This design comes from an exercise in tuning for small area and a short achievable clock period on the open sky130 flow, not from production work. In this exercise RTL edits were held to simulation tests only and were not proved equivalent to the original. In every run shown here, the design's own scripts or RTL, not TritonCTS, make the clock network. The clock port is modelled as an ideal driver, which makes a skipped or thinned clock tree look cheaper than it is; a real chip needs a root buffer or a tree. Power figures rest on the tool's default switching activity, not on a simulated workload.

--- flow/config.mk ---
export PLATFORM = sky130hd
export DESIGN_NAME = led_scan_capture
export DESIGN_NICKNAME = led_scan_capture
export VERILOG_FILES = /design/flow/design.v
export SDC_FILE = /design/flow/constraint.sdc
export NUM_CORES = 4
export LEC_CHECK = 0
export CAP_MARGIN = 20
export CORE_MARGIN = 2
export CORE_UTILIZATION = 62
export SETUP_SLACK_MARGIN = 3.7
export SLEW_MARGIN = 20
--- flow/constraint.sdc ---
create_clock -name core_clock -period 6.0 [get_ports {Clock}]
set_input_delay 1.2000 -clock core_clock [delete_from_list [all_inputs] [get_ports {Clock}]]
set_output_delay 1.2000 -clock core_clock [all_outputs]
set_load 0.01 [all_outputs]
--- flow/design.v ---
package led_scan_pkg;
  localparam int unsigned NUM_ROWS = 16;
  localparam int unsigned ROW_BITS = 4;
  localparam int unsigned ROW_MSB  = 35;
  localparam int unsigned ROW_LSB  = 32;
  localparam int unsigned GRN_MSB  = 31;
  localparam int unsigned RED_MSB  = 15;
  typedef logic [15:0][15:0] pixel_frame_t;
  typedef enum logic {
    SEEK,
    CAPTURE
  } capture_state_t;
  function automatic logic [15:0] reverse16(input logic [15:0] v);
    logic [15:0] r;
    r = '0;
    for (int unsigned i = 0; i < 16; i++) begin
      r[i] = v[15-i];
    end
    reverse16 = r;
  endfunction
endpackage
module led_row_stabiliser
#(
  parameter int unsigned STABLE_CYCLES = 4
) (
  input  logic       clk_i,
  input  logic       rst_i,
  input  logic [3:0] row_i,
  output logic [3:0] row_o,
  output logic       row_q_o,
  output logic       row_q_n_o,
  output logic [3:0] row_d_o,
  output logic       row_q_d_o
);
  localparam int unsigned CW = (STABLE_CYCLES > 2) ? $clog2(STABLE_CYCLES) : 1;
  logic [3:0]    row_q;
  logic [3:0]    last_q;
  logic          last_vld_q;
  logic [CW-1:0] cnt_q;
  logic          qual_q;
  logic          qual_n_q;
  logic [3:0]    row_d;
  logic [3:0]    last_d;
  logic          last_vld_d;
  logic [CW-1:0] cnt_d;
  logic          qual_d;
  always_comb begin
    if (rst_i) begin
      row_d      = '0;
      last_d     = '0;
      last_vld_d = 1'b0;
      cnt_d      = '0;
    end else begin
      row_d      = row_i;
      last_d     = qual_q ? row_q : last_q;
      last_vld_d = last_vld_q || qual_q;
      if (row_i != row_q) begin
        cnt_d = '0;
      end else if (cnt_q < CW'(STABLE_CYCLES - 1)) begin
        cnt_d = cnt_q + CW'(1);
      end else begin
        cnt_d = cnt_q;
      end
    end
    qual_d = (cnt_d == CW'(STABLE_CYCLES - 1)) && (!last_vld_d || (row_d != last_d));
  end
  always_ff @(posedge clk_i) begin
    row_q      <= row_d;
    last_q     <= last_d;
    last_vld_q <= last_vld_d;
    cnt_q      <= cnt_d;
    qual_q     <= qual_d;
    qual_n_q   <= !qual_d;
  end
  assign row_o     = row_q;
  assign row_q_o   = qual_q;
  assign row_q_n_o = qual_n_q;
  assign row_d_o   = row_d;
  assign row_q_d_o = qual_d;
endmodule
module led_scan_capture
#(
  parameter int unsigned STABLE_CYCLES  = 4,
  parameter int unsigned TIMEOUT_CYCLES = 1048576
) (
  input  logic         Clock,
  input  logic         RST,
  input  logic [35:0]  GPIO_1,
  output logic [15:0][15:0] RedPixels,
  output logic [15:0][15:0] GrnPixels,
  output logic         frame_valid,
  output logic         frame_error,
  output logic         stalled,
  output logic [15:0]  frame_count
);
  localparam int unsigned IW = (TIMEOUT_CYCLES > 2) ? $clog2(TIMEOUT_CYCLES) : 1;
  logic [31:0] col_q;
  always_ff @(posedge Clock) col_q <= GPIO_1[31:0];
  logic [3:0] row;       
  logic       row_q;     
  logic       row_q_n;   
  logic [3:0] row_d;
  logic       row_q_d;
  led_row_stabiliser #(
    .STABLE_CYCLES(STABLE_CYCLES)
  ) u_stab (
    .clk_i    (Clock),
    .rst_i    (RST),
    .row_i    (GPIO_1[35:32]),
    .row_o    (row),
    .row_q_o  (row_q),
    .row_q_n_o(row_q_n),
    .row_d_o  (row_d),
    .row_q_d_o(row_q_d)
  );
  logic [15:0] red_rev;
  logic [15:0] grn_rev;
  always_comb begin
    for (int i = 0; i < 16; i++) begin
      red_rev[i] = col_q[15 - i];
      grn_rev[i] = col_q[31 - i];
    end
  end
  logic       state_q;       
  logic [3:0] exp_row_q;
  logic       state_d;
  logic [3:0] exp_row_d;
  logic       error_d;
  logic       row0;
  assign row0 = (row == 4'd0);
  always_comb begin
    state_d   = state_q;
    exp_row_d = exp_row_q;
    error_d   = 1'b0;
    if (RST) begin
      state_d   = 1'b0;
      exp_row_d = '0;
    end else if (row_q) begin
      if (!state_q) begin
        if (row0) begin
          state_d   = 1'b1;
          exp_row_d = 4'd1;
        end
      end else if (row0) begin
        error_d   = (exp_row_q != 4'd0);
        exp_row_d = 4'd1;
      end else if (row == exp_row_q) begin
        exp_row_d = exp_row_q + 4'd1;
      end else begin
        error_d = 1'b1;
        state_d = 1'b0;
      end
    end
  end
  logic commit_d;
  logic commit_q;
  logic keep_q;
  if (STABLE_CYCLES >= 2) begin : g_commit
    assign commit_d = row_q_d && (row_d == 4'd0) && state_q && (exp_row_q == 4'd0);
  end else begin : g_commit
    assign commit_d = row_q_d && (row_d == 4'd0) && state_d && (exp_row_d == 4'd0);
  end
  always_ff @(posedge Clock) begin
    state_q   <= state_d;
    exp_row_q <= exp_row_d;
    commit_q  <= commit_d;
    keep_q    <= !commit_d;
  end
  always_ff @(posedge Clock) begin
    if (RST) begin
      frame_valid <= 1'b0;
      frame_error <= 1'b0;
      frame_count <= '0;
    end else begin
      frame_valid <= commit_q;
      frame_error <= error_d;
      if (commit_q) frame_count <= frame_count + 16'd1;
    end
  end
  logic [15:0][15:0] red_sh_q;
  logic [15:0][15:0] grn_sh_q;
  logic [15:0] sh_wr;
  logic [15:0] sh_keep;
  always_comb begin
    for (int r = 0; r < 16; r++) begin
      sh_wr[r]   = row_q && (row == 4'(r));
      sh_keep[r] = row_q_n || (row != 4'(r));
    end
  end
  always_ff @(posedge Clock) begin
    for (int r = 0; r < 16; r++) begin
      red_sh_q[r] <= (red_rev & {16{sh_wr[r]}}) | (red_sh_q[r] & {16{sh_keep[r]}});
      grn_sh_q[r] <= (grn_rev & {16{sh_wr[r]}}) | (grn_sh_q[r] & {16{sh_keep[r]}});
    end
  end
  logic ld;
  logic hold;
  assign ld   = commit_q && !RST;
  assign hold = keep_q && !RST;
  always_ff @(posedge Clock) begin
    RedPixels <= (red_sh_q & {256{ld}}) | (RedPixels & {256{hold}});
    GrnPixels <= (grn_sh_q & {256{ld}}) | (GrnPixels & {256{hold}});
  end
  if (TIMEOUT_CYCLES == 1048576) begin : g_idle
    logic [19:0] idle_q;
    logic        low_zero;
    assign low_zero = (idle_q[18:0] == 19'd0);
    always_ff @(posedge Clock) begin
      if (RST || row_q) begin
        idle_q  <= '0;
        stalled <= 1'b0;
      end else begin
        idle_q  <= {idle_q[18:0], idle_q[19] ^ idle_q[16] ^ low_zero};
        stalled <= stalled || (idle_q[19] && low_zero);
      end
    end
  end else begin : g_idle
    logic [IW-1:0] idle_q;
    always_ff @(posedge Clock) begin
      if (RST || row_q) begin
        idle_q  <= '0;
        stalled <= 1'b0;
      end else begin
        idle_q  <= idle_q + IW'(1);
        stalled <= stalled || (idle_q == IW'(TIMEOUT_CYCLES - 1));
      end
    end
  end
endmodule
--- flow/flow/run.sh ---
#!/bin/bash
# Own layout flow: the standard ORFS flow, with plain buffers on the
# ports, a fanout limit and no delay cells for the placement-stage
# buffering, and a two-level clock tree (clock_tree.tcl) in place of
# TritonCTS. Make's output goes to flow_make.log here; ORFS's per-step logs
# stay under orfs/logs/.
set -euo pipefail
bash standard.sh finish \
  BUFFER_PORTS_ARGS="-buffer_cell sky130_fd_sc_hd__buf_2" \
  PRE_RESIZE_TCL="$PWD/flow/pre_resize.tcl" \
  PRE_CTS_TCL="$PWD/flow/clock_tree.tcl" \
  > flow_make.log 2>&1
--- flow/flow/clock_tree.tcl ---
# Shallow clock tree, built in place of TritonCTS (sourced as the PRE_CTS
# hook). The registers are split by recursive bisection of their placement
# into leaf groups of at most CT_LEAF_MAX; each group gets a leaf clock
# buffer at its centre. The leaf buffers are split the same way into
# CT_MID groups, each driven by one buffer on the clock port's net, so
# the port drives CT_MID buffer inputs and every register is two buffers
# from the port. No register's clock is delayed against another's on
# purpose: all take the same two-buffer path.
set ct_leaf_max 26
set ct_mid      4
set ct_leaf_cell sky130_fd_sc_hd__clkbuf_16
set ct_mid_cell  sky130_fd_sc_hd__clkbuf_16

set ct_block [ord::get_db_block]
set ct_clk_net [$ct_block findNet Clock]

# Split items {name x y} into k groups of near-equal size by recursive
# bisection along the wider side.
proc ct_split { items k } {
  if { $k <= 1 } { return [list $items] }
  set xs [lmap it $items { lindex $it 1 }]
  set ys [lmap it $items { lindex $it 2 }]
  set w [expr { [tcl::mathfunc::max {*}$xs] - [tcl::mathfunc::min {*}$xs] }]
  set h [expr { [tcl::mathfunc::max {*}$ys] - [tcl::mathfunc::min {*}$ys] }]
  set idx [expr { $w >= $h ? 1 : 2 }]
  set sorted [lsort -real -index $idx $items]
  set k1 [expr { $k / 2 }]
  set k2 [expr { $k - $k1 }]
  set n [llength $sorted]
  set n1 [expr { int(round(double($n) * $k1 / $k)) }]
  return [concat [ct_split [lrange $sorted 0 [expr { $n1 - 1 }]] $k1] \
                 [ct_split [lrange $sorted $n1 end] $k2]]
}

proc ct_centre { items } {
  set sx 0.0; set sy 0.0
  foreach it $items { set sx [expr { $sx + [lindex $it 1] }]; set sy [expr { $sy + [lindex $it 2] }] }
  set n [llength $items]
  return [list [expr { int($sx / $n) }] [expr { int($sy / $n) }]]
}

proc ct_buffer { block cell name in_net x y } {
  set master [[ord::get_db] findMaster $cell]
  set inst [odb::dbInst_create $block $master $name]
  $inst setLocation [expr { $x - [$master getWidth] / 2 }] [expr { $y - [$master getHeight] / 2 }]
  $inst setPlacementStatus PLACED
  [$inst findITerm A] connect $in_net
  set out [odb::dbNet_create $block "${name}_net"]
  $out setSigType CLOCK
  [$inst findITerm X] connect $out
  return [list $inst $out]
}

# Register clock pins on the port's net.
set ct_sinks {}
foreach it [$ct_clk_net getITerms] {
  set inst [$it getInst]
  set b [$inst getBBox]
  lappend ct_sinks [list $it [expr { ([$b xMin] + [$b xMax]) / 2 }] [expr { ([$b yMin] + [$b yMax]) / 2 }]]
}
set ct_n [llength $ct_sinks]
set ct_nleaf [expr { ($ct_n + $ct_leaf_max - 1) / $ct_leaf_max }]
puts "clock_tree: $ct_n sinks, $ct_nleaf leaf buffers, $ct_mid mid buffers"
$ct_clk_net setSigType CLOCK

set ct_leaves {}
set i 0
foreach grp [ct_split $ct_sinks $ct_nleaf] {
  lassign [ct_centre $grp] x y
  lappend ct_leaves [list $grp $x $y $i]
  incr i
}
set j 0
foreach mgrp [ct_split $ct_leaves $ct_mid] {
  lassign [ct_centre $mgrp] mx my
  lassign [ct_buffer $ct_block $ct_mid_cell "clkbuf_mid_$j" $ct_clk_net $mx $my] minst mnet
  foreach leaf $mgrp {
    lassign $leaf grp x y li
    lassign [ct_buffer $ct_block $ct_leaf_cell "clkbuf_leaf_$li" $mnet $x $y] linst lnet
    foreach s $grp {
      set it [lindex $s 0]
      $it disconnect
      $it connect $lnet
    }
  }
  incr j
}

# Stand in for TritonCTS: cts.tcl's call then does nothing.
rename clock_tree_synthesis ct_unused_clock_tree_synthesis
proc clock_tree_synthesis { args } {
  puts "clock_tree: TritonCTS skipped, tree built by clock_tree.tcl"
  set_propagated_clock [all_clocks]
}
--- flow/flow/pre_resize.tcl ---
set_max_fanout 16 [current_design]
set_dont_use {sky130_fd_sc_hd__dlygate* sky130_fd_sc_hd__dlymetal* sky130_fd_sc_hd__clkdlybuf*}
--- flow/standard.sh ---
#!/bin/bash
# synth_recipe.tcl (not shown) runs the flow's synth.tcl, then flattens the netlist and writes it again
# the make line also repeats each setting of config.mk as NAME=value (left out here)
make -C /OpenROAD-flow-scripts/flow DESIGN_CONFIG=/design/flow/config.mk WORK_HOME=/design/flow/orfs CLKGATE_MAP_FILE= SYNTH_SCRIPT=/design/flow/synth_recipe.tcl "${@:-finish}"
==> summary.md, run 1 <==
| Metric | Value |
|---|---|
| Status | no timing/DRC/antenna violations |
| Worst slew margin | 0.1882 |
| Nets | 3203 |
| Initial core utilization | 0.6289 |
| Mapped Nets | 2690 |
| Reg power frac | 0.672 |
| Max cap viols | 0 |
| Clock slew at reported path FFs | about 0.090 ns |
| Placed cell areas | 37290 sq um |
| Final Hold Fails | 0 |
| R2R Setup Slk | 3.74 ns |
| Vias in the first global route | 23543 |
| Number of flops mapped to enable cells by yosys | 0 |
| DR pass1 iterations | 5 |
| Worst hold path class | reg -> reg |
| Final Setup Violations | 0 |
| Worst-skew pair later-pin latency | between 0.4 and 0.5 ns |
| Slew Viols, Final | 0 |
| Core Area | between 50000 and 60000 sq um |
| Xor and xnor fraction of the mapped netlist area | 0.006199 |
| Syn Inst Count | 2649 |
| Switching Share | 0.2066 |
| Critical path arrival | roughly 2.6 ns |
| Total track usage | 0.3536 |
| Comb pwr share | 0.014 |
| Clock group share of total power | 0.314 |
| Seq/Total Area, Yosys | 0.6583 |
| Placer congestion estimate | roughly 0.85 |
| Die ar. | 56580 sq um |
| Area grow syn2layout | 15.78% |
| DRT antenna net count | 0 |
| Synth unique cells | 49 |
| Hold path cells | 2 |
| Setup CP Type | in -> reg |
| Syn Std Cell Area | ~34000 sq um |
| # IOs | approximately 570 |
| Hold wc startpoint | stalled |
| Crit share post-route | 0.3778 |
| Main combinational cell family by area after synthesis | compound AO/OA/AOI/OAI gates |
| Initial antenna violation count | 4 |
| Residual DRC count | 0 |
| Maximum vdd ir drop | 0.3070 mV |
| Critical R2R Launch | u_stab.row_q[1] |
| RSZ-0062 raised after global routing | true |
| Avg Synthesized Cell Area | 12.80 sq um |
| Ys flop type | dfxtp_1 |
| Critical Path Source | RST |
| Fmax achieved | 441.2 MHz |
| Worst R2R End | grn_sh_q[11] |
| DP HPWL | 73.02 mm |
| Die X | ~240 um |
| CP Max Fanout | 16 |
| CP endpoint kind | flop |
| Wire length per cell | 27.27 um |
| Row Count | 85 |
| Gr ovfl total | 0 |
| Worst EP required | around 6.4 ns |
| Most frequent cells in the layout | 1106 x dfxtp_1, 1024 x a22o_1, 593 x buf_2 |
| Crit path buf inv count | 7 |
| Via count | 25088 |
| Top cell by count, worst path | buf_6 |
| R2R cell count | 6 |
| Port-buffer cells | 568 |
| Die Height | 237.9 um |
| Hold EP | stalled |
| Largest net degree at the start of global routing | 27 |
| Worst slew pin tran | 1.216 ns |
| Layout cells sized above 1 | 0.2592 |
| Pleak | 17.31 nW |
| Clock period minus worst slack | around 2.3 ns |
| Cell-internal power | 8.882 mW |
| Most common cell after layout, fill and taps aside | dfxtp_1 |
| Max Clock Skew | between 0.02 and 0.025 ns |
| Post-Synth Adder-Cell Area | 0.001107 |
| Vias per cell | 6.505 |
| Synth Area in Simple Gates | 0.02553 |
| Area fraction in compound gates after synthesis | 0.2682 |
| Power Dens Cells | 285.2 nW/um^2 |
| Initial DRC count | 2303 |
| DRT Wirelength | 105.2 mm |
| Switching power | 2.313 mW |
| Startpoint class of the critical path | input pin |
| Cell family with most CP delay | buffers and inverters |
| Seq cells post-synth | 1115 |
| First-pass GRT wire length | ~150 mm |
| Fillers | approximately 3800 |
| Critical Path Max Stage Delay | 0.20 ns |
| Cell Chain, Critical Path | buf_6 -> buf_8 -> nor2b_4 -> buf_12 -> buf_12 -> buf_6 -> buf_8 -> buf_6 -> a22o_1 |
| Yosys warns | 2 |
| Share of synthesized flip-flops with an asynchronous set or reset | 0 |
| Fin area | 39260 sq um |
| Slowest cell on crit path | nor2b_4 |
| Setup TNS | 0 ns |
| Post-synthesis mux area share | 0.002066 |
==> worst max path at each step <==
stage | depth (start not counted) | endpoint
5_1_grt | 6 | grn_sh_q[146]
2_1_floorplan | 4 | keep_q
3_3_place_gp | 4 | RedPixels[198]
4_1_cts | 9 | RedPixels[183]
3_5_place_dp | 10 | GrnPixels[187]
6_report | 9 | GrnPixels[65]
==> repair_timing <==
item | 4_1_cts | 5_1_grt
resized for setup | 337 | 71
pin swaps | 1 | 0
setup endpoints to repair | 963 | 530
hold endpoints to repair | 0 | 0
hold buffers | 0 | 0
setup buffers | 3 | 3
==> flip-flops by register name, summed over array words and instances (netlist names), 2 cells and up <==
signal / count
col_q: 32
exp_row_q: 4
RedPixels: 256
grn_sh_q: 256
g_idle.idle_q: 20
GrnPixels: 256
u_stab.row_q: 4
u_stab.cnt_q: 2
red_sh_q: 256
frame_count: 16
u_stab.last_q: 4
==> synthesized netlist by cell type (7+ instances only) <==
| cell type | instances | area share |
|---|---|---|
| nand2_1 | 22 | 0.0024 |
| inv_1 | 9 | 0.0010 |
| clkbuf_1 | 96 | 0.011 |
| nand4_1 | 7 | 0.0013 |
| xnor2_1 | 19 | 0.0049 |
| nor4_1 | 11 | 0.0020 |
| a22o_1 | 1024 | 0.26 |
| buf_2 | 149 | 0.022 |
| nand3_1 | 11 | 0.0016 |
| buf_1 | 39 | 0.0043 |
| mux2i_1 | 7 | 0.0021 |
| and2_1 | 19 | 0.0035 |
| dfxtp_1 | 1115 | 0.66 |
| nor2_1 | 46 | 0.0051 |
| nor2b_1 | 9 | 0.0017 |
==> through the flow <==
stage                 util  total power [mW]  setup WS [ns]  instances  hold WS (ns)
floorplan                -             7.717          3.705       2649        0.4091
global placement    0.6814             7.796          2.632       3660        0.4185
detailed placement  0.6915             7.814         0.8439       3803        0.4387
CTS                 0.7245             11.18          3.695       3853        0.4542
global route        0.7281             11.46          3.691       3856        0.4812
finish              0.7281             11.20          3.733       3857        0.4530
==> logic make-up after synthesis <==
kind of cell / after synthesis
AO/OA/AOI/OAI: 1043
XOR/XNOR: 24
adder cells (fa/ha/maj): 3
buffers and inverters: 296
flip-flops: 1115
multiplexers: 7
AND/OR/NAND/NOR: 161
==> cell type report <==
class | instances | area, sq um | share of cell area
Timing Repair Buffer | 751 | 4469 | 0.1138
Multi-Input combinational cell | 1238 | 10370 | 0.2642
Tap cell | 696 | 870.8 | 0.02218
Antenna cell | 1 | 2.502 | 0.00006374
Buffer | 47 | 1176 | 0.02996
Inverter | 9 | 33.78 | 0.0008605
Sequential cell | 1115 | 22340 | 0.5689
==> metal layers <==
metal,routed length (um),global-route usage
met3,9325,0.05680
met4,4642,0.1298
met5,34,0
met1,43170,0.4878
met2,48020,0.5656
==> tightest hold or removal path: stages (launching register included) <==
cell and delay (ns):
dfxtp_1 0.32, nand2_1 0.05, o31ai_1 0.05
==> power by group through the flow <==
stage               combinational [mW]  clock (mW)  sequential [mW]
detailed placement               0.125           0             7.69
global placement                 0.107           0             7.69
floorplan                        0.127           0             7.59
CTS                              0.149        3.51             7.52
finish                           0.159        3.52             7.52
global route                     0.170        3.77             7.52
==> run 2, diff against run 1 <==
--- a/flow/flow/clock_tree.tcl
+++ b/flow/flow/clock_tree.tcl
@@ -7,7 +7,7 @@
 # from the port. No register's clock is delayed against another's on
 # purpose: all take the same two-buffer path.
-set ct_leaf_max 26
+set ct_leaf_max 20
 set ct_mid      4
-set ct_leaf_cell sky130_fd_sc_hd__clkbuf_16
+set ct_leaf_cell sky130_fd_sc_hd__clkbuf_8
 set ct_mid_cell  sky130_fd_sc_hd__clkbuf_16
 
==> run 2 against run 1 <==
  * Via count down 0.19%
  * Sequential cell count unchanged
  * Global-route usage grew 0.055 points
  * Die area did not move
  * Sequential power barely moved
  * Cell area fell by 0.44%
  * Power shrank 4.1%
  * Combinational power grew 6%
  * Clock power decreased by 13%
==> summary.md, run 2 <==
| Metric | Value |
|---|---|
| Clock slew at reported path FFs | 0.11 ns (+0.02 ns) |
| Pleak | 17.24 nW (-0.46%) |
| Initial DRC count | 2159 (-6.3%) |
| RSZ-0062 raised after global routing | true |
| Gr ovfl total | 0 (unchanged) |
| Yosys warns | 2 (unchanged) |
| Die ar. | 56580 sq um (unchanged) |
| Critical Path Max Stage Delay | 0.20 ns (about the same) |
| Number of flops mapped to enable cells by yosys | 0 (unchanged) |
| # IOs | 569 (unchanged) |
| Max Clock Skew | 0.01578 ns (-0.006996 ns) |
| Power Dens Cells | 274.7 nW/um^2 (-3.7%) |
| Die X | 237.9 um (unchanged) |
| Placer congestion estimate | 0.8490 (unchanged) |
| Fmax achieved | 436.3 MHz (-1.1%) |
| Crit share post-route | 0.3820 (+0.004222) |
| Mapped Nets | 2690 (unchanged) |
| Initial antenna violation count | 5 (+1) |
| Status | no timing/DRC/antenna violations |
| Worst EP required | 6.36 ns (about the same) |
| Core Area | 53920 sq um (unchanged) |
| Maximum vdd ir drop | 0.2211 mV (-28%) |
| Layout cells sized above 1 | 0.2629 (+0.003732) |
| DRT Wirelength | 105.1 mm (about the same) |
| Crit path buf inv count | 7 (unchanged) |
| Critical path arrival | 2.65 ns (+0.02 ns) |
| Seq/Total Area, Yosys | 0.6583 (unchanged) |
| Cell family with most CP delay | buffers and inverters |
| Clock period minus worst slack | 2.292 ns (+0.02533 ns) |
| Final Setup Violations | 0 (unchanged) |
| Startpoint class of the critical path | input pin |
| Row Count | 85 (unchanged) |
| Worst slew pin tran | 1.184 ns (-0.03155 ns) |
| Synth unique cells | 49 (unchanged) |
| Total track usage | 0.3541 (+0.0005491) |
| Most frequent cells in the layout | 1105 x dfxtp_1, 1024 x a22o_1, 591 x buf_2 |
| DR pass1 iterations | 6 (+1) |
| DP HPWL | 73.02 mm (unchanged) |
| Syn Inst Count | 2649 (unchanged) |
| Vias per cell | 6.466 (-0.60%) |
| Vias in the first global route | 23754 (+0.90%) |
| Max cap viols | 0 (unchanged) |
| Worst-skew pair later-pin latency | 0.41 ns (-0.02 ns) |
| Placed cell areas | 37290 sq um (unchanged) |
| Wire length per cell | 27.14 um (-0.48%) |
| Final Hold Fails | 0 (unchanged) |
| Top cells by area, synth | dfxtp_1 66%, a22o_1 26%, buf_2 2.2%, clkbuf_1 1.1%, nor2_1 0.51% |
| CP Max Fanout | 16 (unchanged) |
| Worst hold path class | reg -> reg |
| Top cell by count, worst path | buf_12 |
| Residual DRC count | 0 (unchanged) |
| Seq cells post-synth | 1115 (unchanged) |
| Port-buffer cells | 568 (unchanged) |
| Ys flop type | dfxtp_1 |
| Slowest cell on crit path | nor2b_4 |
| Die Height | 237.9 um (unchanged) |
| Power, Total | 10.74 mW (-4.1%) |
| Share of synthesized flip-flops with an asynchronous set or reset | 0 (unchanged) |
| CP endpoint kind | flop |
| Syn Std Cell Area | 33910 sq um (unchanged) |
| Synth top cells by count | 1115 x dfxtp_1, 1024 x a22o_1, 149 x buf_2, 96 x clkbuf_1, 46 x nor2_1 |
| Cell taking the most area after synthesis | dfxtp_1 |
| Nets | 3219 (+0.50%) |
| Largest net degree at the start of global routing | 21 (-22%) |
| Avg Synthesized Cell Area | 12.80 sq um (unchanged) |
| DRT antenna net count | 0 (unchanged) |
| Top cell type's share of synthesized area | 0.6583 (unchanged) |
| Worst slew margin | 0.2093 (+0.02106) |
| Setup CP Type | in -> reg |
| Via count | 25041 (-0.19%) |
| Fin area | 39090 sq um (-0.44%) |
| Cell Chain, Critical Path | buf_4 -> buf_8 -> nor2b_4 -> buf_12 -> buf_12 -> buf_8 -> buf_12 -> buf_6 -> a22o_1 |
| Setup TNS | 0 ns (unchanged) |
| Most frequent cell after synthesis | dfxtp_1 |
| Most common cell after layout, fill and taps aside | dfxtp_1 |
| Initial core utilization | 0.6289 (unchanged) |
| First-pass GRT wire length | 154.3 mm (+0.20%) |
| Area grow syn2layout | 15.27% |
| Hold_buf cts | 0 (unchanged) |
| Slew Viols, Final | 0 (unchanged) |
run 2: path summary, 6_finish.rpt:
check / slack (ns) / cells past startpoint / to / from
worst max-delay path: 3.71 / 9 / GrnPixels[83] / RST
worst min-delay path: 0.46 / 2 / stalled / stalled
worst max register to register: 3.76 / 6 / grn_sh_q[205] / u_stab.row_q[2]
worst min register to register: 0.46 / 2 / stalled / stalled
run 2: cell type report:
| class | count | area, sq um |
|---|---|---|
| Timing Repair Buffer | 754 | 4604 |
| Buffer | 60 | 870.8 |
| Fill cell | 3800 | 14830 |
| Antenna cell | 1 | 2.502 |
| Inverter | 9 | 33.78 |
| Tap cell | 696 | 870.8 |
| Sequential cell | 1115 | 22340 |
| Multi-Input combinational cell | 1238 | 10370 |
run 2: cell families after synthesis:
family | share of synthesized area
simple gates | 0.02553
fa+ha+maj | 0.001107
flops | 0.6583
buf+inv | 0.03860
xor+xnor | 0.006199
compound gates | 0.2682
mux | 0.002066
run 2: power by group:
group	switching [mW]	internal [mW]	total [mW]
combinational	0.102	0.0666	0.168
sequential	0.105	7.42	7.52
clock	2.07	0.974	3.05
run 2: per-stage QoR:
step / worst slack, ns / util / hold WS (ns) / instances
after floorplan: 3.705 / - / 0.4091 / 2649
after global placement: 2.632 / 0.6814 / 0.4185 / 3660
after detailed placement: 0.8439 / 0.6915 / 0.4387 / 3803
after CTS: 3.683 / 0.7197 / 0.4565 / 3866
after global routing: 3.696 / 0.7249 / 0.4835 / 3873
final: 3.708 / 0.7249 / 0.4558 / 3873
run 2: metal layers:
layer	vias up	part of all wire	routed length (um)	track usage
met3	239	0.088	9299	0.05969
met1	12552	0.41	43030	0.4838
met4	8	0.049	5157	0.1450
met2	1251	0.45	47590	0.5628
li1	10991	-	-	-
met5	-	0.00043	45	0
run 2: timing repair:
action / CTS / global route
pin swaps: 1 / 0
resized for setup: 349 / 82
endpoints found under the setup margin: 966 / 598
buffers inserted: 3 / 6
run 2: tightest hold or removal path, cell delays in order, from the launching register on:
cell     delay (ns)
dfxtp_1        0.33
nand2_1        0.05
o31ai_1        0.05
==> run 3, diff against run 2 <==
--- a/flow/flow/run.sh
+++ b/flow/flow/run.sh
@@ -7,5 +7,5 @@
 set -euo pipefail
 bash standard.sh finish \
-  BUFFER_PORTS_ARGS="-buffer_cell sky130_fd_sc_hd__buf_2" \
+  BUFFER_PORTS_ARGS="-buffer_cell sky130_fd_sc_hd__buf_1" \
   PRE_RESIZE_TCL="$PWD/flow/pre_resize.tcl" \
   PRE_CTS_TCL="$PWD/flow/clock_tree.tcl" \
--- a/flow/flow/clock_tree.tcl
+++ b/flow/flow/clock_tree.tcl
@@ -7,7 +7,7 @@
 # from the port. No register's clock is delayed against another's on
 # purpose: all take the same two-buffer path.
-set ct_leaf_max 20
+set ct_leaf_max 26
 set ct_mid      4
-set ct_leaf_cell sky130_fd_sc_hd__clkbuf_8
+set ct_leaf_cell sky130_fd_sc_hd__clkbuf_16
 set ct_mid_cell  sky130_fd_sc_hd__clkbuf_16
 
==> run 3 against run 2 <==
  * Still clean
  * Via count decreased by 0.93%
  * First-iteration DRC count decreased by 6.3%
  * Routed wire length down 2.2%
  * Area after synthesis stayed put
  * Die area did not move
  * Largest cell class unchanged
==> summary.md, run 3 <==
| Metric | Value |
|---|---|
| Most frequent cell after synthesis | dfxtp_1 |
| Critical path arrival | 2.64 ns (about the same) |
| Top cell by count, worst path | buf_4 |
| Hold_buf cts | 0 (unchanged) |
| Worst slew margin | 0.2021 (-0.007161) |
| Avg Synthesized Cell Area | 12.80 sq um (unchanged) |
| DRT antenna net count | 0 (unchanged) |
| Most frequent cells in the layout | 1108 x dfxtp_1, 1024 x a22o_1, 572 x buf_1 |
| Initial antenna violation count | 6 (+1) |
| Layout cells sized above 1 | 0.08175 (-0.1812) |
| Fillers | 3945 (+3.8%) |
| Wire length per cell | 26.67 um (-1.7%) |
| Startpoint class of the critical path | input pin |
| Most common cell after layout, fill and taps aside | dfxtp_1 |
| Vias per cell | 6.438 (-0.42%) |
| Final core occ | 0.7121 (-0.01288) |
| # IOs | 569 (unchanged) |
| Setup CP Type | in -> reg |
| Worst-skew pair later-pin latency | 0.42 ns (about the same) |
| Vias in the first global route | 23206 (-2.3%) |
| Area grow syn2layout | 13.22% |
| Maximum vdd ir drop | 0.2878 mV (+30%) |
| CP Max Fanout | 16 (unchanged) |
| Max cap viols | 0 (unchanged) |
| Die Height | 237.9 um (unchanged) |
| Placer congestion estimate | 0.8610 (+1.4%) |
| Ys flop type | dfxtp_1 |
| Gr ovfl total | 0 (unchanged) |
| Power Dens Cells | 290.9 nW/um^2 (+5.9%) |
| Top cell type's share of synthesized area | 0.6583 (unchanged) |
| Mapped Nets | 2690 (unchanged) |
| Seq/Total Area, Yosys | 0.6583 (unchanged) |
| Syn Inst Count | 2649 (unchanged) |
| R2R Setup Slk | 3.76 ns (about the same) |
| DRT Wirelength | 102.8 mm (-2.2%) |
| Die X | 237.9 um (unchanged) |
| Share of synthesized flip-flops with an asynchronous set or reset | 0 (unchanged) |
| Critical Path Max Stage Delay | 0.28 ns (+0.08 ns) |
| Setup TNS | 0 ns (unchanged) |
| Final Hold Fails | 0 (unchanged) |
| Clock slew at reported path FFs | 0.10 ns (about the same) |
| Row Count | 85 (unchanged) |
| Die ar. | 56580 sq um (unchanged) |
| Nets | 3199 (-0.62%) |
| Worst slew pin tran | 1.195 ns (+0.01073 ns) |
| Max Clock Skew | 0.02460 ns (+0.008824 ns) |
| Seq cells post-synth | 1115 (unchanged) |
| DP HPWL | 71.76 mm (-1.7%) |
| Status | no timing/DRC/antenna violations |
| Worst hold path class | reg -> reg |
| Slowest cell on crit path | buf_4 |
| Multi-input gate area | 10370 sq um (about the same) |
| Synth unique cells | 49 (unchanged) |
| Cell Chain, Critical Path | buf_4 -> nor2b_4 -> buf_8 -> buf_12 -> buf_6 -> buf_2 -> buf_4 -> a22o_1 |
| First-pass GRT wire length | 151.1 mm (-2.1%) |
| Cell taking the most area after synthesis | dfxtp_1 |
| Initial DRC count | 2023 (-6.3%) |
| Critical Path Source | RST |
| Residual DRC count | 0 (unchanged) |
| Via count | 24807 (-0.93%) |
| Pleak | 14.83 nW (-14%) |
| Synth top cells by count | 1115 x dfxtp_1, 1024 x a22o_1, 149 x buf_2, 96 x clkbuf_1, 46 x nor2_1 |
| CP Capture Point | RedPixels[238] |
| Total track usage | 0.3452 (-0.008944) |
| Largest net degree at the start of global routing | 27 (+29%) |
| Worst R2R End | red_sh_q[51] |
| RSZ-0062 raised after global routing | true |
| Number of flops mapped to enable cells by yosys | 0 (unchanged) |
| Top cells by area, synth | dfxtp_1 66%, a22o_1 26%, buf_2 2.2%, clkbuf_1 1.1%, nor2_1 0.51% |
| DR pass1 iterations | 6 (unchanged) |
| Fmax achieved | 439.0 MHz (+0.60%) |
| Syn Std Cell Area | 33910 sq um (unchanged) |
| Critical R2R Launch | u_stab.qual_q |
| Reg area | 22330 sq um (about the same) |
| Port-buffer cells | 568 (unchanged) |
| R2R cell count | 5 (-1) |
| CP endpoint kind | flop |
| Slew Viols, Final | 0 (unchanged) |
| Clock period minus worst slack | 2.278 ns (-0.01374 ns) |
| Crit share post-route | 0.3797 (-0.002290) |
| Yosys warns | 2 (unchanged) |
| Core Area | 53920 sq um (unchanged) |
| Worst EP required | 6.36 ns (about the same) |
| Final Setup Violations | 0 (unchanged) |
| Initial core utilization | 0.6289 (unchanged) |
run 3: cells by family (layout without fill, tap and decap cells):
family / after synthesis / count (layout) / share of synthesized area
buffers and inverters: 296 / 803 / 0.03860
DFF: 1115 / 1115 / 0.6583
adders and majority gates: 3 / 3 / 0.001107
and+or+nand+nor: 161 / 161 / 0.02553
xor gates and xnor gates: 24 / 24 / 0.006199
other: 0 / 1 / 0
muxes: 7 / 7 / 0.002066
AOI/OAI and AO/OA: 1043 / 1043 / 0.2682
run 3: worst min-delay path by stage:
stage	from	endpoint	slack [ns]	cells after the start
after global placement	u_stab.cnt_q[0]	u_stab.cnt_q[0]	0.42	1
after detailed placement	u_stab.cnt_q[0]	u_stab.cnt_q[0]	0.43	1
after floorplan	u_stab.cnt_q[0]	u_stab.cnt_q[0]	0.41	1
final	u_stab.cnt_q[0]	u_stab.cnt_q[0]	0.43	1
after global routing	u_stab.cnt_q[0]	u_stab.cnt_q[0]	0.46	1
after CTS	u_stab.cnt_q[0]	u_stab.cnt_q[0]	0.44	1
run 3: timing repair:
action | in CTS | in global routing
setup buffers | 2 | 1
pin swaps | 2 | 1
resized for setup | 279 | 85
endpoints found under the setup margin | 1027 | 590
run 3: cell type report:
type                            count  area share
Timing Repair Buffer              747     0.09398
Antenna cell                        1  0.00006518
Multi-Input combinational cell   1238      0.2702
Sequential cell                  1115      0.5816
Buffer                             47     0.03063
Inverter                            9   0.0008799
Tap cell                          696     0.02268
run 3: metrics by stage:
step           worst slack (ns)  instances  hold WS (ns)  cell area (sq um)  total power [mW]
2_1_floorplan             3.705       2649        0.4091              33910             7.717
3_3_place_gp              2.513       3662        0.4202              36040             7.793
3_5_place_dp              1.082       3802        0.4302              36570             7.808
4_1_cts                   3.689       3851        0.4444              38230             11.17
5_1_grt                   3.690       3852        0.4615              38390             11.45
6_report                  3.722       3853        0.4333              38390             11.17
run 3: worst max-delay path, delay by kind of cell:
kind	cells	cell delay (ns)
AO/OA/AOI/OAI	1	0.17
buffers and inverters	6	1.10
AND/OR/NAND/NOR	1	0.14
run 3: per-layer routing:
metal | vias to the layer above | global-route usage | wire length, um
li1 | 10970 | - | -
met1 | 12520 | 0.4753 | 42660
met2 | 1113 | 0.5459 | 46960
met3 | 196 | 0.06363 | 8589
met4 | 8 | 0.1285 | 4479
met5 | - | 0 | 60
run 3: where the power goes:
group          switching (mW)  total, mW  internal, mW  leakage, nW
logic                  0.0948      0.140        0.0447         5.26
clock network            2.10       3.51          1.41        0.579
registers               0.104       7.52          7.41         8.99
==> run 4, diff against run 3 <==
==> flow/flow/pre_resize.tcl (replaced) <==
set_dont_use {sky130_fd_sc_hd__dlygate* sky130_fd_sc_hd__dlymetal* sky130_fd_sc_hd__clkdlybuf*}
==> run 4 against run 3 <==
  * Via count shrank 2.6%
  * Sequential share of layout area grew 1.4 points
  * Critical path depth shrank 7
  * Final cell count shrank 3.3%
  * Die area is the same
  * Synthesized cell count is the same
  * Critical endpoint is now GrnPixels[97]
  * Sequential power is essentially flat
  * Clock skew grew 0.0061 ns
  * Worst setup slack lost 0.0058 ns
  * Utilization shrank 1.7 points
  * Worst hold slack gained 0.0066 ns
  * Routed wire length shrank 3.5%
==> summary.md, run 4 <==
| Metric | Value |
|---|---|
| Port-buffer cells | 568 (unchanged) |
| Setup TNS | 0 ns (unchanged) |
| Max Clock Skew | 0.03074 ns (+0.006140 ns) |
| Startpoint class of the critical path | flop |
| Initial DRC count | 2283 (+13%) |
| Die ar. | 56580 sq um (unchanged) |
| Critical path arrival | 1.08 ns (-1.56 ns) |
| Syn Std Cell Area | 33910 sq um (unchanged) |
| Status | no timing/DRC/antenna violations |
| CP Max Fanout | 2 (-14) |
| Fillers | 4063 (+3.0%) |
| Mapped Nets | 2690 (unchanged) |
| Final core occ | 0.6955 (-0.01655) |
| Syn Inst Count | 2649 (unchanged) |
| Area grow syn2layout | 10.59% |
| Critical Path Max Stage Delay | 0.42 ns (+0.14 ns) |
| Most common cell after layout, fill and taps aside | dfxtp_1 |
| Yosys warns | 2 (unchanged) |
| # IOs | 569 (unchanged) |
| Die X | 237.9 um (unchanged) |
| Number of flops mapped to enable cells by yosys | 0 (unchanged) |
| RSZ-0062 raised after global routing | true |
| Largest net degree at the start of global routing | 153 (+470%) |
| Crit share post-route | 0.3806 (+0.0009633) |
| Cell Chain, Critical Path | buf_1 |
| Vias in the first global route | 22403 (-3.5%) |
| Cell family with most CP delay | flip-flops |
| Share of synthesized flip-flops with an asynchronous set or reset | 0 (unchanged) |
| Slowest cell on crit path | dfxtp_1 |
| Seq/Total Area, Yosys | 0.6583 (unchanged) |
| First-pass GRT wire length | 145.1 mm (-4.0%) |
| Core Area | 53920 sq um (unchanged) |
| Worst hold path class | reg -> reg |
| Cell taking the most area after synthesis | dfxtp_1 |
| Placer congestion estimate | 0.8610 (unchanged) |
| Fmax achieved | 437.9 MHz (-0.25%) |
| Final Setup Violations | 0 (unchanged) |
| Die Height | 237.9 um (unchanged) |
| Avg Synthesized Cell Area | 12.80 sq um (unchanged) |
| Vias per cell | 6.484 (+0.71%) |
| Max cap viols | 0 (unchanged) |
| DP HPWL | 62.48 mm (-13%) |
| Slew Viols, Final | 0 (unchanged) |
| Synth unique cells | 49 (unchanged) |
| N_diodes | 0 (-1) |
| Wire length per cell | 26.61 um (-0.21%) |
| Worst slew pin tran | 1.175 ns (-0.02040 ns) |
| CP endpoint kind | output pin |
| DRT Wirelength | 99.16 mm (-3.5%) |
| Seq cells post-synth | 1115 (unchanged) |
| Final Hold Fails | 0 (unchanged) |
| Most frequent cell after synthesis | dfxtp_1 |
| Crit path buf inv count | 1 (-5) |
| Gr ovfl total | 0 (unchanged) |
| Hold_buf cts | 0 (unchanged) |
| Reg area | 22330 sq um (about the same) |
| Clock slew at reported path FFs | 0.10 ns (about the same) |
| Top cell type's share of synthesized area | 0.6583 (unchanged) |
| DR pass1 iterations | 5 (-1) |
| Via count | 24160 (-2.6%) |
| Layout cells sized above 1 | 0.04752 (-0.03422) |
| Worst-skew pair later-pin latency | 0.42 ns (about the same) |
| Ys flop type | dfxtp_1 |
| Nets | 3073 (-3.9%) |
| Multi-input gate area | 10450 sq um (+0.70%) |
| Clock period minus worst slack | 2.284 ns (+0.005780 ns) |
| Synth top cells by count | 1115 x dfxtp_1, 1024 x a22o_1, 149 x buf_2, 96 x clkbuf_1, 46 x nor2_1 |
| Pleak | 14.26 nW (-3.9%) |
| Worst EP required | 4.80 ns (-1.56 ns) |
| Top cells by area, synth | dfxtp_1 66%, a22o_1 26%, buf_2 2.2%, clkbuf_1 1.1%, nor2_1 0.51% |
| Initial core utilization | 0.6289 (unchanged) |
| Most frequent cells in the layout | 1109 x dfxtp_1, 1024 x a22o_1, 561 x buf_1 |
| Worst slew margin | 0.2158 (+0.01362) |
| Setup CP Type | reg -> out |
| Residual DRC count | 0 (unchanged) |
| Maximum vdd ir drop | 0.2802 mV (-2.7%) |
| Total track usage | 0.3291 (-0.01611) |
| Power Dens Cells | 297.0 nW/um^2 (+2.1%) |
| Initial antenna violation count | 3 (-3) |
| DRT antenna net count | 0 (unchanged) |
| Row Count | 85 (unchanged) |
## run 4: what timing repair did
action	4_1_cts	5_1_grt
buffers inserted	9	1
pin swaps	2	3
setup endpoints to repair	710	203
resized for setup	18	16
cloned	5	2
hold endpoints to repair	0	0
## run 4: power breakdown
| part | total, mW | internal [mW] | switching (mW) |
|---|---|---|---|
| logic | 0.118 | 0.0298 | 0.0886 |
| registers | 7.52 | 7.41 | 0.105 |
| clock network | 3.50 | 1.41 | 2.09 |
## run 4: worst paths after layout
kind | from | end | slack, ns | depth (start not counted)
max reg2reg | u_stab.row_q[2] | grn_sh_q[46] | 3.78 | 4
min reg2reg | u_stab.cnt_q[0] | u_stab.cnt_q[0] | 0.44 | 1
min | u_stab.cnt_q[0] | u_stab.cnt_q[0] | 0.44 | 1
max | GrnPixels[97] | GrnPixels[97] | 3.72 | 1
## run 4: layout make-up
| class | instances | area share |
|---|---|---|
| multi-input cells | 1244 | 0.2785 |
| well taps | 696 | 0.02322 |
| repair buffers | 615 | 0.07060 |
| flip-flops and latches | 1115 | 0.5954 |
| plain buffers | 47 | 0.03136 |
| inverters | 9 | 0.0009008 |
## run 4: cells by family (layout without fill, tap and decap cells)
| kind of cell | after synthesis | after routing | synth area share |
|---|---|---|---|
| buf+inv | 296 | 671 | 0.03860 |
| simple gates | 161 | 167 | 0.02553 |
| mux | 7 | 7 | 0.002066 |
| compound gates | 1043 | 1043 | 0.2682 |
| fa+ha+maj | 3 | 3 | 0.001107 |
| flops | 1115 | 1115 | 0.6583 |
| xor+xnor | 24 | 24 | 0.006199 |
## run 4: layer usage
layer	GRT usage	part of all wire	up-vias
met5	0	0.00046	-
met4	0.1132	0.040	6
met3	0.05530	0.087	171
met2	0.5216	0.46	1069
met1	0.4595	0.41	12218
li1	-	-	10696
## run 4: metrics by stage
stage | total power, mW | area (sq um) | instances | worst slack (ns) | hold WS, ns
after floorplan | 7.717 | 33910 | 2649 | 3.705 | 0.4091
after global placement | 7.793 | 36040 | 3662 | 2.513 | 0.4202
after detailed placement | 7.796 | 36040 | 3662 | 2.400 | 0.4302
after CTS | 11.16 | 37440 | 3723 | 3.472 | 0.4441
after global routing | 11.42 | 37500 | 3726 | 3.684 | 0.4669
final | 11.14 | 37500 | 3726 | 3.716 | 0.4399
==> run 5, diff against run 4 <==
==> flow/flow/pre_resize.tcl (replaced) <==
set_max_fanout 16 [current_design]
set_dont_use {sky130_fd_sc_hd__dlygate* sky130_fd_sc_hd__dlymetal* sky130_fd_sc_hd__clkdlybuf*}
--- a/flow/config.mk
+++ b/flow/config.mk
@@ -9,4 +9,4 @@
 export CORE_MARGIN = 2
 export CORE_UTILIZATION = 62
-export SETUP_SLACK_MARGIN = 3.7
+export SETUP_SLACK_MARGIN = 3.74
 export SLEW_MARGIN = 20
==> run 5 against run 4 <==
  * Final cell count increased by 3.9%
  * Critical path type unchanged
  * First-iteration DRC count decreased by 9.8%
  * Sequential share of layout area decreased by 2.2 points
  * Largest power group unchanged
  * Clock skew increased by 0.0047 ns
  * Worst hold slack improved by 0.0087 ns
  * Global-route usage increased by 1.8 points
  * Via count increased by 2.0%
  * Worst setup slack improved by 0.0067 ns
  * Combinational power increased by 35%
  * Critical path depth unchanged
==> summary.md, run 5 <==
| Metric | Value |
|---|---|
| Max Clock Skew | 0.03544 ns (+0.004703 ns) |
| DRT Wirelength | 103.7 mm (+4.6%) |
| Largest net degree at the start of global routing | 27 (-82%) |
| Most frequent cells in the layout | 1099 x dfxtp_1, 1024 x a22o_1, 520 x buf_1 |
| Worst slew pin tran | 1.172 ns (-0.002629 ns) |
| Switching Share | 0.2068 (+0.001674) |
| Fmax achieved | 439.1 MHz (+0.29%) |
| RSZ-0062 raised after global routing | true |
| Total track usage | 0.3467 (+0.01757) |
| CP Max Fanout | 2 (unchanged) |
| Vias in the first global route | 23178 (+3.5%) |
| Via count | 24637 (+2.0%) |
| Worst hold path class | reg -> reg |
| DR pass1 iterations | 7 (+2) |
| Wire length per cell | 26.79 um (+0.68%) |
| Seq cells post-synth | 1115 (unchanged) |
| Comb pwr share | 0.014 (+0.003) |
| Startpoint class of the critical path | flop |
| Top cell type's share of synthesized area | 0.6583 (unchanged) |
| Vias per cell | 6.366 (-1.8%) |
| Die ar. | 56580 sq um (unchanged) |
| Residual DRC count | 0 (unchanged) |
| Yosys warns | 2 (unchanged) |
| Power Dens Cells | 287.1 nW/um^2 (-3.3%) |
| Area grow syn2layout | 14.96% |
| Final Setup Violations | 0 (unchanged) |
| Hold_buf cts | 0 (unchanged) |
| Avg Synthesized Cell Area | 12.80 sq um (unchanged) |
| Die Height | 237.9 um (unchanged) |
| Top cells by area, synth | dfxtp_1 66%, a22o_1 26%, buf_2 2.2%, clkbuf_1 1.1%, nor2_1 0.51% |
| Mapped Nets | 2690 (unchanged) |
| Most frequent cell after synthesis | dfxtp_1 |
| Slew Viols, Final | 0 (unchanged) |
| Clock slew at reported path FFs | 0.10 ns (about the same) |
| Die X | 237.9 um (unchanged) |
| Fin area | 38980 sq um (+4.0%) |
| Cell-internal power | 8.878 mW (+0.28%) |
| Cell taking the most area after synthesis | dfxtp_1 |
| Worst slew margin | 0.2175 (+0.001754) |
| Most common cell after layout, fill and taps aside | dfxtp_1 |
| Pleak | 15.22 nW (+6.8%) |
| DP HPWL | 71.61 mm (+15%) |
| Seq/Total Area, Yosys | 0.6583 (unchanged) |
| Clock period minus worst slack | 2.277 ns (-0.006690 ns) |
| Layout cells sized above 1 | 0.1071 (+0.05960) |
| # IOs | 569 (unchanged) |
| Critical Path Max Stage Delay | 0.36 ns (-0.06 ns) |
| Synth top cells by count | 1115 x dfxtp_1, 1024 x a22o_1, 149 x buf_2, 96 x clkbuf_1, 46 x nor2_1 |
| First-pass GRT wire length | 151.2 mm (+4.2%) |
| Worst-skew pair later-pin latency | 0.43 ns (about the same) |
| Ys flop type | dfxtp_1 |
| Number of flops mapped to enable cells by yosys | 0 (unchanged) |
| Fillers | 3856 (-5.1%) |
| N_diodes | 0 (unchanged) |
| Cell family with most CP delay | flip-flops |
| Syn Inst Count | 2649 (unchanged) |
| Setup TNS | 0 ns (unchanged) |
| Syn Std Cell Area | 33910 sq um (unchanged) |
| Critical path arrival | 1.08 ns (about the same) |
| Core Area | 53920 sq um (unchanged) |
| Gr ovfl total | 0 (unchanged) |
| Clock group share of total power | 0.314 (about the same) |
| Crit path buf inv count | 1 (unchanged) |
| Reg power frac | 0.671 (-0.004) |
| Max cap viols | 0 (unchanged) |
| Share of synthesized flip-flops with an asynchronous set or reset | 0 (unchanged) |
| Worst EP required | 4.80 ns (about the same) |
| Placed cell areas | 36590 sq um (+1.5%) |
| Initial antenna violation count | 1 (-2) |
| Cell Chain, Critical Path | buf_1 |
| Slowest cell on crit path | dfxtp_1 |
| Switching power | 2.314 mW (+1.3%) |
| Setup CP Type | reg -> out |
| Port-buffer cells | 568 (unchanged) |
| Status | no timing/DRC/antenna violations |
| Final Hold Fails | 0 (unchanged) |
| Crit share post-route | 0.3795 (-0.001115) |
| Nets | 3217 (+4.7%) |
| CP endpoint kind | output pin |
| Synth unique cells | 49 (unchanged) |
| Placer congestion estimate | 0.8368 (-2.8%) |
| Row Count | 85 (unchanged) |
| DRT antenna net count | 0 (unchanged) |
| Maximum vdd ir drop | 0.3001 mV (+7.1%) |
| Initial DRC count | 2060 (-9.8%) |
| Initial core utilization | 0.6289 (unchanged) |
-- run 5: changes by cell type in the layout (fill, tap and decap cells not counted), moves of 10 or more --
cell,before,now
buf_12,7,22
buf_1,561,520
clkdlybuf4s15_2,0,10
clkbuf_2,2,58
dfxtp_1,1109,1099
buf_8,2,27
buf_2,4,38
buf_6,1,17
buf_4,36,65
-- run 5: final cells by class --
type                            instances  area, sq um  area share
Timing Repair Buffer                  765         4173      0.1070
Buffer                                 47         1176     0.03017
Sequential cell                      1115        22340      0.5732
Tap cell                              696        870.8     0.02234
Inverter                                9        33.78   0.0008666
Multi-Input combinational cell       1238        10390      0.2664
-- run 5: routing by layer --
| layer | routed length, um | up-vias | part of all wire | GRT usage |
|---|---|---|---|---|
| met5 | 13 | - | 0.00013 | 0 |
| met4 | 4174 | 2 | 0.040 | 0.1199 |
| met3 | 9756 | 193 | 0.094 | 0.07578 |
| met2 | 47680 | 1102 | 0.46 | 0.5525 |
| met1 | 42070 | 12338 | 0.41 | 0.4694 |
| li1 | - | 11002 | - | - |
-- run 5: final timing paths --
| kind | to | startpoint | slack (ns) | cells past startpoint |
|---|---|---|---|---|
| min | u_stab.cnt_q[0] | u_stab.cnt_q[0] | 0.45 | 1 |
| max reg2reg | grn_sh_q[198] | u_stab.qual_q | 3.79 | 5 |
| min reg2reg | u_stab.cnt_q[0] | u_stab.cnt_q[0] | 0.45 | 1 |
| max | GrnPixels[52] | GrnPixels[52] | 3.72 | 1 |
-- run 5: cell families (layout without fill, tap and decap cells) --
| family | Yosys count | in the layout | share of synthesized area |
|---|---|---|---|
| flip-flops | 1115 | 1115 | 0.6583 |
| AO/OA/AOI/OAI | 1043 | 1043 | 0.2682 |
| buffers and inverters | 296 | 821 | 0.03860 |
| AND/OR/NAND/NOR | 161 | 161 | 0.02553 |
| XOR/XNOR | 24 | 24 | 0.006199 |
| multiplexers | 7 | 7 | 0.002066 |
| adder cells (fa/ha/maj) | 3 | 3 | 0.001107 |
-- run 5: timing repair --
item | CTS | global route
setup buffers | 15 | 3
gates resized for setup | 385 | 126
pin swaps | 5 | 5
gates cloned | 2 | 0
setup endpoints to repair | 1041 | 646
-- run 5: power groups by stage --
stage	Combinational, mW	Sequential [mW]	Clock, mW
3_3_place_gp	0.107	7.68	0
6_report	0.159	7.51	3.52
2_1_floorplan	0.127	7.59	0
4_1_cts	0.149	7.51	3.52
3_5_place_dp	0.125	7.68	0
5_1_grt	0.168	7.52	3.78
-- run 5: stage by stage --
stage | total power [mW] | util | cells | hold WS (ns) | worst slack [ns]
2_1_floorplan | 7.718 | - | 2649 | 0.4091 | 3.754
3_3_place_gp | 7.789 | 0.6684 | 3659 | 0.4189 | 2.658
3_5_place_dp | 7.809 | 0.6787 | 3803 | 0.4292 | 0.4088
4_1_cts | 11.18 | 0.7186 | 3867 | 0.4434 | 3.637
5_1_grt | 11.47 | 0.7230 | 3870 | 0.4722 | 3.733
6_report | 11.19 | 0.7230 | 3870 | 0.4486 | 3.723
==> run 6, diff against run 5 <==
==> flow/flow/pre_resize.tcl (replaced) <==
set_dont_use {sky130_fd_sc_hd__dlygate* sky130_fd_sc_hd__dlymetal* sky130_fd_sc_hd__clkdlybuf*}
==> run 6 against run 5 <==
  * First-iteration DRC count is 13% higher
  * Final cell count is 3.5% lower
  * Sequential power hardly changed
  * Highest routed layer is now met4
==> summary.md, run 6 <==
| Metric | Value |
|---|---|
| Status | no timing/DRC/antenna violations |
| Most frequent cell after synthesis | dfxtp_1 |
| Syn Inst Count | 2649 (unchanged) |
| Nets | 3080 (-4.3%) |
| Cell Chain, Critical Path | buf_2 -> buf_12 -> nor2b_4 -> clkbuf_16 -> a22o_1 |
| Max Clock Skew | 0.03023 ns (-0.005214 ns) |
| # IOs | 569 (unchanged) |
| DRT antenna net count | 0 (unchanged) |
| DP HPWL | 61.82 mm (-14%) |
| WL met3 | 9.198 mm (-5.7%) |
| Core Area | 53920 sq um (unchanged) |
| Total track usage | 0.3330 (-0.01364) |
| Wire length per cell | 26.79 um (about the same) |
| Cell taking the most area after synthesis | dfxtp_1 |
| Max cap viols | 0 (unchanged) |
| Critical path arrival | 2.60 ns (+1.52 ns) |
| Yosys warns | 2 (unchanged) |
| Most frequent cells in the layout | 1101 x dfxtp_1, 1024 x a22o_1, 504 x buf_1 |
| Top cells by area, synth | dfxtp_1 66%, a22o_1 26%, buf_2 2.2%, clkbuf_1 1.1%, nor2_1 0.51% |
| Final Hold Fails | 0 (unchanged) |
| Setup TNS | 0 ns (unchanged) |
| Residual DRC count | 0 (unchanged) |
| Fin area | 37820 sq um (-3.0%) |
| DRT Wirelength | 100.0 mm (-3.6%) |
| DP Worst Slack | 2.621 ns (+2.212 ns) |
| Avg Synthesized Cell Area | 12.80 sq um (unchanged) |
| Most common cell after layout, fill and taps aside | dfxtp_1 |
| Mapped Nets | 2690 (unchanged) |
| Number of flops mapped to enable cells by yosys | 0 (unchanged) |
| Crit share post-route | 0.3755 (-0.004065) |
| Gr ovfl total | 0 (unchanged) |
| Worst slew margin | 0.2128 (-0.004750) |
| Final worst slack | 3.747 ns (+0.02439 ns) |
| Clock slew at reported path FFs | 0.10 ns (about the same) |
| Placer congestion estimate | 0.8368 (unchanged) |
| Worst EP required | 6.35 ns (+1.55 ns) |
| DR pass1 iterations | 5 (-2) |
| Maximum vdd ir drop | 0.2770 mV (-7.7%) |
| Clock period minus worst slack | 2.253 ns (-0.02439 ns) |
| Met2 wire length | 45.52 mm (-4.5%) |
| Layout cells sized above 1 | 0.07079 (-0.03633) |
| Initial DRC count | 2336 (+13%) |
| N_diodes | 0 (unchanged) |
| Die X | 237.9 um (unchanged) |
| Power, Total | 11.16 mW (-0.30%) |
| Worst slew pin tran | 1.179 ns (+0.007117 ns) |
| Top cell type's share of synthesized area | 0.6583 (unchanged) |
| Share of synthesized flip-flops with an asynchronous set or reset | 0 (unchanged) |
| CP endpoint kind | flop |
| Via count | 23993 (-2.6%) |
| Worst-skew pair later-pin latency | 0.43 ns (about the same) |
| Synth unique cells | 49 (unchanged) |
| Power Dens Cells | 295.0 nW/um^2 (+2.8%) |
| Die ar. | 56580 sq um (unchanged) |
| Initial core utilization | 0.6289 (unchanged) |
| RSZ-0062 raised after global routing | true |
| Largest net degree at the start of global routing | 139 (+410%) |
| First-pass GRT wire length | 145.9 mm (-3.5%) |
| Slowest cell on crit path | clkbuf_16 |
| Die Height | 237.9 um (unchanged) |
| Port-buffer cells | 568 (unchanged) |
| Placed cell areas | 36040 sq um (-1.5%) |
| Multi-input gate area | 10470 sq um (+0.83%) |
| Seq cells post-synth | 1115 (unchanged) |
| Ys flop type | dfxtp_1 |
| Final Setup Violations | 0 (unchanged) |
| Synth top cells by count | 1115 x dfxtp_1, 1024 x a22o_1, 149 x buf_2, 96 x clkbuf_1, 46 x nor2_1 |
| Post-Route M1 WL | 41.28 mm (-1.9%) |
| Startpoint class of the critical path | input pin |
| Initial antenna violation count | 0 (-1) |
| Worst hold path class | reg -> reg |
| CP Max Fanout | 138 (+136) |
| Pleak | 14.56 nW (-4.3%) |
| Top Metal Used | met4 |
| Seq/Total Area, Yosys | 0.6583 (unchanged) |
| Setup CP Type | in -> reg |
| Fillers | 3999 (+3.7%) |
| Syn Std Cell Area | 33910 sq um (unchanged) |
| Vias in the first global route | 22224 (-4.1%) |
| Row Count | 85 (unchanged) |
| Area grow syn2layout | 11.54% |
| Reg area | 22340 sq um (about the same) |
| Critical Path Max Stage Delay | 0.44 ns (+0.08 ns) |
| Fmax achieved | 443.9 MHz (+1.1%) |
| Vias per cell | 6.427 (+0.96%) |
| Slew Viols, Final | 0 (unchanged) |
## run 6: final timing paths
check	from	endpoint	slack, ns	cells past startpoint
worst max-delay path	RST	GrnPixels[221]	3.75	5
worst min-delay path	u_stab.cnt_q[0]	u_stab.cnt_q[0]	0.44	1
worst max register to register	u_stab.row_q[3]	grn_sh_q[248]	3.81	4
worst min register to register	u_stab.cnt_q[0]	u_stab.cnt_q[0]	0.44	1
## run 6: metrics by stage
step | instances | utilization | hold WS [ns]
6_report | 3733 | 0.7015 | 0.4417
5_1_grt | 3733 | 0.7015 | 0.4724
4_1_cts | 3724 | 0.6966 | 0.4389
3_5_place_dp | 3659 | 0.6684 | 0.4233
3_3_place_gp | 3659 | 0.6684 | 0.4189
2_1_floorplan | 2649 | - | 0.4091
## run 6: final cells by class
cell class / count / share of cell area
flip-flops and latches: 1115 / 0.5906
multi-input cells: 1245 / 0.2769
repair buffers: 621 / 0.07748
plain buffers: 47 / 0.03110
well taps: 696 / 0.02302
inverters: 9 / 0.0008932
## run 6: what timing repair did
action / in CTS / in global routing
hold buffers: 0 / 0
resized for setup: 29 / 73
endpoints found under the setup margin: 727 / 680
setup buffers: 9 / 7
pin swaps: 5 / 6
gates cloned: 9 / 2
## run 6: critical path, delay by kind of cell
kind	cells	cell delay, ns
buffers and inverters	3	0.73
AOI/OAI and AO/OA	1	0.24
and+or+nand+nor	1	0.24
## run 6: cells by family after synthesis
| group | after synthesis | share of synthesized area |
|---|---|---|
| AOI/OAI and AO/OA | 1043 | 0.2682 |
| buffers and inverters | 296 | 0.03860 |
| adders and majority gates | 3 | 0.001107 |
| DFF | 1115 | 0.6583 |
| and+or+nand+nor | 161 | 0.02553 |
| muxes | 7 | 0.002066 |
| xor gates and xnor gates | 24 | 0.006199 |
## run 6: per-layer routing
metal	up-vias	GRT usage
met5	-	0
met4	0	0.1176
met3	172	0.07115
met2	996	0.5182
met1	12104	0.4621
li1	10721	-
## run 6: report_power, final
| part | internal, mW | switching, mW |
|---|---|---|
| Sequential | 7.41 | 0.101 |
| Clock | 1.41 | 2.10 |
| Combinational | 0.0367 | 0.0976 |
==> run 7, diff against run 6 <==
--- a/flow/design.v
+++ b/flow/design.v
@@ -31,5 +31,6 @@
   output logic       row_q_n_o,
   output logic [3:0] row_d_o,
-  output logic       row_q_d_o
+  output logic       row_q_d_o,
+  output logic       row0_q_pre_o
 );
   localparam int unsigned CW = (STABLE_CYCLES > 2) ? $clog2(STABLE_CYCLES) : 1;
@@ -78,4 +79,10 @@
   assign row_d_o   = row_d;
   assign row_q_d_o = qual_d;
+  logic [3:0] last_nr;
+  logic       last_vld_nr;
+  assign last_nr      = qual_q ? row_q : last_q;
+  assign last_vld_nr  = last_vld_q || qual_q;
+  assign row0_q_pre_o = (row_q == 4'd0) && (cnt_q >= CW'(STABLE_CYCLES - 2))
+                        && (!last_vld_nr || (last_nr != 4'd0));
 endmodule
 module led_scan_capture
@@ -102,4 +109,5 @@
   logic [3:0] row_d;
   logic       row_q_d;
+  logic       row0_q_pre;
   led_row_stabiliser #(
     .STABLE_CYCLES(STABLE_CYCLES)
@@ -112,5 +120,6 @@
     .row_q_n_o(row_q_n),
     .row_d_o  (row_d),
-    .row_q_d_o(row_q_d)
+    .row_q_d_o(row_q_d),
+    .row0_q_pre_o(row0_q_pre)
   );
   logic [15:0] red_rev;
@@ -157,5 +166,5 @@
   logic keep_q;
   if (STABLE_CYCLES >= 2) begin : g_commit
-    assign commit_d = row_q_d && (row_d == 4'd0) && state_q && (exp_row_q == 4'd0);
+    assign commit_d = !RST && (GPIO_1[35:32] == 4'd0) && row0_q_pre && state_q && (exp_row_q == 4'd0);
   end else begin : g_commit
     assign commit_d = row_q_d && (row_d == 4'd0) && state_d && (exp_row_d == 4'd0);
--- a/flow/config.mk
+++ b/flow/config.mk
@@ -9,4 +9,4 @@
 export CORE_MARGIN = 2
 export CORE_UTILIZATION = 62
-export SETUP_SLACK_MARGIN = 3.74
+export SETUP_SLACK_MARGIN = 3.7
 export SLEW_MARGIN = 20
==> run 7 against run 6 <==
  * First-iteration DRC count shrank 9.2%
  * Largest power group unchanged
  * Sequential share of layout area up 0.24 points
  * Via count up 0.43%
  * Clock skew up 0.00080 ns
  * Critical path depth down 4
  * Utilization down 0.31 points
  * Sequential power about the same
  * Highest routed layer is now met5
  * Clock power is essentially flat
  * Synthesized cell count up 0.49%
  * Final cell count rose by 0.29%
  * Routed wire length decreased by 2.7%
  * Sequential cell count did not move
==> summary.md, run 7 <==
| Metric | Value |
|---|---|
| Slowest cell on crit path | dfxtp_1 |
| DR pass1 iterations | 5 (unchanged) |
| Initial DRC count | 2121 (-9.2%) |
| Comb pwr share | 0.011 (about the same) |
| CP Max Fanout | 2 (-99%) |
| Max cap viols | 0 (unchanged) |
| Synth unique cells | 47 (-4.1%) |
| Layout cells sized above 1 | 0.04990 (-0.02089) |
| Switching power | 2.289 mW (-0.40%) |
| Most common cell after layout, fill and taps aside | dfxtp_1 |
| Vias per cell | 6.436 (+0.13%) |
| Switching Share | 0.2054 (-0.0005513) |
| Share of synthesized flip-flops with an asynchronous set or reset | 0 (unchanged) |
| Startpoint class of the critical path | flop |
| Syn Std Cell Area | 33850 sq um (-0.17%) |
| Clock slew at reported path FFs | 0.10 ns (about the same) |
| Yosys warns | 2 (unchanged) |
| Initial antenna violation count | 3 (+3) |
| Worst-skew pair later-pin latency | 0.43 ns (about the same) |
| Crit share post-route | 0.3813 (+0.005863) |
| Most frequent cell after synthesis | dfxtp_1 |
| Max Clock Skew | 0.03103 ns (+0.0008037 ns) |
| Residual DRC count | 0 (unchanged) |
| DP HPWL | 61.92 mm (+0.17%) |
| Number of flops mapped to enable cells by yosys | 0 (unchanged) |
| CP endpoint kind | output pin |
| Gr ovfl total | 0 (unchanged) |
| Power Dens Cells | 295.9 nW/um^2 (+0.31%) |
| Total track usage | 0.3242 (-0.008833) |
| Top cell type's share of synthesized area | 0.6593 (+0.001095) |
| Slew Viols, Final | 0 (unchanged) |
| First-pass GRT wire length | 142.9 mm (-2.0%) |
| Status | no timing/DRC/antenna violations |
| Worst slew pin tran | 1.180 ns (+0.0007802 ns) |
| Crit path buf inv count | 1 (-2) |
| Die ar. | 56490 sq um (-0.16%) |
| Seq cells post-synth | 1115 (unchanged) |
| Avg Synthesized Cell Area | 12.72 sq um (-0.65%) |
| Critical path arrival | 1.09 ns (-1.51 ns) |
| Via count | 24096 (+0.43%) |
| Synth top cells by count | 1115 x dfxtp_1, 1025 x a22o_1, 203 x clkbuf_1, 45 x buf_1 |
| Cell family with most CP delay | flip-flops |
| Clock period minus worst slack | 2.288 ns (+0.03518 ns) |
| Maximum vdd ir drop | 0.2964 mV (+7.0%) |
| Vias in the first global route | 22520 (+1.3%) |
| Worst EP required | 4.80 ns (-1.55 ns) |
| Cell-internal power | 8.854 mW (about the same) |
| # IOs | 569 (unchanged) |
| Worst slew margin | 0.2123 (-0.0005210) |
-- run 7: changes by cell type in the layout (fill, tap and decap cells not counted), moves of 8 or more --
cell	change
nor3_2	+8
buf_2	-12
buf_4	+11
clkbuf_2	-47
buf_1	+58
nor2_2	-8
-- run 7: routing by layer --
layer,track usage,up-vias,wire length [um]
li1,-,10758,-
met1,0.4500,12103,40880
met2,0.5193,1062,45090
met3,0.05121,171,7711
met4,0.1096,2,3597
met5,0,-,14
-- run 7: final cells by class --
class                   count  area, sq um
plain buffers              47         1176
multi-input cells        1247        10470
inverters                  12        45.04
flip-flops and latches   1115        22330
repair buffers            625         2758
fillers                  4062        16260
diodes                      2        5.005
well taps                 696        870.8
-- run 7: timing repair --
| item | 4_1_cts | 5_1_grt |
|---|---|---|
| pin swaps | 0 | 2 |
| endpoints found under the hold margin | 0 | 0 |
| buffers inserted | 12 | 0 |
| endpoints found under the setup margin | 622 | 186 |
| resized for setup | 20 | 14 |
| cloned | 3 | 3 |
| hold buffers | 0 | 0 |
-- run 7: final timing paths --
path	startpoint	end	slack, ns	cells after the start
setup / recovery	GrnPixels[145]	GrnPixels[145]	3.71	1
hold / removal	u_stab.cnt_q[0]	u_stab.cnt_q[0]	0.44	1
hold reg to reg	u_stab.cnt_q[0]	u_stab.cnt_q[0]	0.44	1
setup reg to reg	u_stab.row_q[3]	red_sh_q[234]	3.80	5
-- run 7: cell families after synthesis --
family | after synthesis | share of synthesized area
flops | 1115 | 0.6593
compound gates | 1051 | 0.2705
buf+inv | 304 | 0.03607
simple gates | 158 | 0.02465
xor+xnor | 24 | 0.006209
mux | 7 | 0.002107
fa+ha+maj | 3 | 0.001109
-- run 7: metrics by stage --
| step | setup slack (ns) | util | cell area, sq um | power (mW) | cells |
|---|---|---|---|---|---|
| 2_1_floorplan | 3.701 | - | 33850 | 7.713 | 2662 |
| 3_5_place_dp | 2.536 | 0.6710 | 36180 | 7.797 | 3677 |
| 3_3_place_gp | 2.615 | 0.6710 | 36180 | 7.793 | 3677 |
| 6_report | 3.712 | 0.6984 | 37660 | 11.14 | 3744 |
| 4_1_cts | 3.709 | 0.6972 | 37590 | 11.16 | 3739 |
| 5_1_grt | 3.695 | 0.6983 | 37650 | 11.44 | 3742 |
-- run 7: power groups by stage --
| stage | Combinational, mW | Sequential [mW] | Clock (mW) |
|---|---|---|---|
| 5_1_grt | 0.126 | 7.52 | 3.79 |
| 6_report | 0.118 | 7.52 | 3.51 |
| 3_5_place_dp | 0.109 | 7.69 | 0 |
| 2_1_floorplan | 0.123 | 7.59 | 0 |
| 4_1_cts | 0.115 | 7.52 | 3.53 |
| 3_3_place_gp | 0.106 | 7.69 | 0 |

Setup slack of run 7, layout unchanged: 3.712 ns with ideal ports, 3.576 ns with driving cells assumed (clock clkbuf_16, inputs buf_2), 3.282 ns with port delays also shifted by the 0.549 ns mid clock arrival.
